What follows belongs to an exercise in optimizing a design on an open flow for small area, a short achievable clock period and few clock cycles; a production flow would make more cautious choices.
Function was checked by simulation only, so behaviour that the tests miss may differ from the original.

Design ex_stage, start of the top module:
module ex_stage (
    input  logic           clk,
    input  logic           rst_n,
    input  logic           d_hready,
    input  ex_pkg::ex_op_t op,
    input  ex_pkg::xlen_t  op1,
    input  ex_pkg::xlen_t  op2,
    output ex_pkg::xlen_t  ex_res,
    output ex_pkg::xlen_t  addr_res,
    output logic           div_busy
);
    ex_pkg::ex_prep_t    prep;
    ex_pkg::xlen_t       alu_res;
    ex_pkg::xlen_t       mul_res;
    ex_pkg::xlen_t       div_res;
    logic [63:0]         prod;
    logic [4:0]          pow;
    logic [32:0]         mul_y;
    ex_operand_prep u_operand_prep (
        .op   (op),
        .op1  (op1),
        .op2  (op2),
        .prep (prep)
    );
    ex_alu u_alu (
        .prep     (prep),
        .op1      (op1),
        .op2      (op2),
        .alu_res  (alu_res),
        .addr_res (addr_res)
    );
    assign pow   = prep.shift_l ? op2[4:0] : (~op2[4:0] + 5'd1);
    assign mul_y = prep.shift ? (33'd1 << pow) : (prep.sign_b ? {op2[31], op2} : {1'b0, op2});
    ex_multiplier u_multiplier (
        .x (prep.sign_a ? {op1[31], op1} : {1'b0, op1}),
        .y (mul_y),
        .p (prod)
    );
  ...
clock: 21.0 ns
lec_check: 0
abc_area: 1
cap_margin: 20
core_margin: 2
core_utilization: 40
setup_slack_margin: 5
slew_margin: 20
run.sh (not shown) runs the stock make flow with config.mk's settings and CLKGATE_MAP_FILE= SYNTH_SCRIPT=/design/flow/synth_recipe.tcl, a recipe that flattens the netlist after the stock synthesis.
The baseline produced a clean layout.
Testbench counts at the start, summed over its fixed seeds: cycles 7,562.
Rerun with:
Settings changed: SYNTH_HIERARCHICAL from default to 1, SYNTH_MINIMUM_KEEP_SIZE from default to 0.
Final area rises by about 0.9%.
Final cell count falls by 1.5%.
Setup slack gains 410 ps.
Synthesized area rises by about 0.5%.
Maximum frequency rises by about 2.6%.
Via count falls by about 2.6%.
Critical path depth rises by 6.
Routed wire length falls by about 9%.
Sequential share of layout area is about the same.

ex_stage, a different RTL version from the one above (not shown whole).
Size in the first run: about 6300 cells after synthesis, ~70 flip-flops, ~0.045 mm^2 of cells after synthesis.
export LEC_CHECK = 0
export ABC_AREA = 1
export CAP_MARGIN = 20
export CORE_MARGIN = 2
export CORE_UTILIZATION = 55
export SETUP_SLACK_MARGIN = 5
export SLEW_MARGIN = 20
export SYNTH_HIERARCHICAL = 1
export SYNTH_MINIMUM_KEEP_SIZE = 0
create_clock -name core_clock -period 21.0 [get_ports {clk}]
standard.sh (not shown) runs the stock make flow with config.mk's settings and CLKGATE_MAP_FILE= SYNTH_SCRIPT=/design/flow/synth_recipe.tcl, a recipe that flattens the netlist after the stock synthesis.
==> flow/flow/run.sh <==
#!/bin/bash
# The standard layout (standard.sh: the standard synthesis and ORFS steps,
# the standard flow's clock period and constraints), with two changes to how the layout is
# made: the port buffers are buf_2 cells instead of the slow delay-buffer cell
# buffer_ports picks by default (every port still gets its buffer), and the
# timing repair may aim for the setup slack in flow/setup_margin.txt.
set -euo pipefail
margin=$(cat flow/setup_margin.txt)
export BUFFER_PORTS_ARGS="-buffer_cell sky130_fd_sc_hd__buf_2"
sed -E "s/SETUP_SLACK_MARGIN=[0-9.]+/SETUP_SLACK_MARGIN=${margin}/" standard.sh > standard_margin.sh
grep -q "SETUP_SLACK_MARGIN=${margin}" standard_margin.sh
bash standard_margin.sh finish > flow_make.log 2>&1
test -f out/final.def
==> flow/flow/setup_margin.txt <==
5
The starting point ran to the end with no violations.
Testbench counts at the start, summed over its fixed seeds: cycles 7,562.
==> next run, changes <==
--- a/flow/config.mk
+++ b/flow/config.mk
@@ -11 +11 @@
-export CORE_UTILIZATION = 55
+export CORE_UTILIZATION = 40
=> The new run went through all stages and came out clean. Synthesized area stays the same. Worst hold slack gets better by 7.8 ps. Clock-buffer cell count rises by 1. Setup slack degrades by 7.4 ps. Maximum frequency hardly moves. Global-route usage goes down by 13 points. Cell area grows by 2.2%. Register-to-register slack loses 250 ps. Wire length came out higher by 2.4%.

job 2662:
Another version of the RTL of ex_stage (not shown whole).
Size: ~70 flip-flops, about 45,000 um^2 of cells after synthesis.
Settings: LEC_CHECK=0, ABC_AREA=1, CAP_MARGIN=20, CORE_MARGIN=2, CORE_UTILIZATION=40, SETUP_SLACK_MARGIN=4, SLEW_MARGIN=20, SYNTH_HIERARCHICAL=1, SYNTH_MINIMUM_KEEP_SIZE=0; clock period 21.0 ns.
run.sh (not shown) runs the stock make flow with config.mk's settings and CLKGATE_MAP_FILE= SYNTH_SCRIPT=/design/flow/synth_recipe.tcl, a recipe that flattens the netlist after the stock synthesis.
Stock flow here: none of the scripts above is used.
Testbench counts of job 2662, summed over its fixed seeds: cycles 7,562.
diff inputs: job 2662 => job 675
- changing SETUP_SLACK_MARGIN from 4 to 5
Job 675 vs. job 2662: sequential share of layout area -0.24 points; sum of buffers and inverters on the critical path +4.
Changes observed in job 675 relative to job 2662: setup slack now larger.
Here is what was changed in the inputs of job 1844 compared with job 675.
- CORE_UTILIZATION now 65, was 40
- PLACE_DENSITY now 0.75, previously not set
For job 1844, the flow was terminated by a tool error in 5_1_grt and produced no final design.
Of job 1844 and job 675, the run reporting the lower worst slack at placement was job 1844.
[job 1844] routability congestion estimate from global placement rose 0.076 relative to job 675
Re post-synthesis area per instance: no difference whatsoever between job 1844 and job 675.
When job 1844 is measured against job 675, its placement-stage cell area turns out about 1.8% lower.
Number of standard-cell rows in the floorplan, job 1844 and job 675: smaller value in job 1844
Between job 1844 and job 675, the starting utilization of the core area is higher for job 1844.
When the final numbers for job 1844 and job 675 were put side by side, the width of the chip turned out to be smaller in job 1844.
Delta (job 1844 minus job 675): count of boundary I/O pins saw little to no change; instance count after placement with tap cells included fell about 8%; proportion of register bits with asynchronous set or reset after synthesis closely matched the old numbers; post-CTS setup buffer count lower.

what the ideal ports hide:
No port has a modelled driver above. Below, the same layouts with a new extraction and two added sets of constraints.
Step 1 assumes that a clkbuf_16 drives the clock port and a buf_2 every other input.
Step 2, shift: input delay + t, output delay - t, t = (earliest + latest rising clock arrival at the registers) / 2. This alone moves slack from input paths to output paths.
a / b / c = ideal ports / drivers / drivers and shift; a / b = the first two.
run | t, ns | slack for setup (ns) | clock arrival spread, ns | worst slew at a driven data input, ns | cell pins on the clock port's net
the first run of note 1 | 0.388 | 4.565 / 4.509 / 4.509 | 0.009 / 0.010 | 0.10 | 1
the second run of note 1 | 0.393 | 4.979 / 4.952 / 4.952 | 0.007 / 0.008 | 0.07 | 1
the first run of note 2 | 0.387 | 4.957 / 4.846 / 4.846 | 0.014 / 0.013 | 0.13 | 1
the second run of note 2 | 0.407 | 4.950 / 4.912 / 4.912 | 0.011 / 0.011 | 0.06 | 1
job 2662 | 0.389 | 3.963 / 3.940 / 3.940 | 0.014 / 0.013 | 0.06 | 1
job 675 | 0.385 | 5.042 / 4.992 / 4.992 | 0.012 / 0.012 | 0.06 | 1
After both steps setup and hold are still met in every run listed. The setup slack of the first run of note 2, which loses most, moves by -0.111 ns with the drivers and by -0.111 ns with both steps.
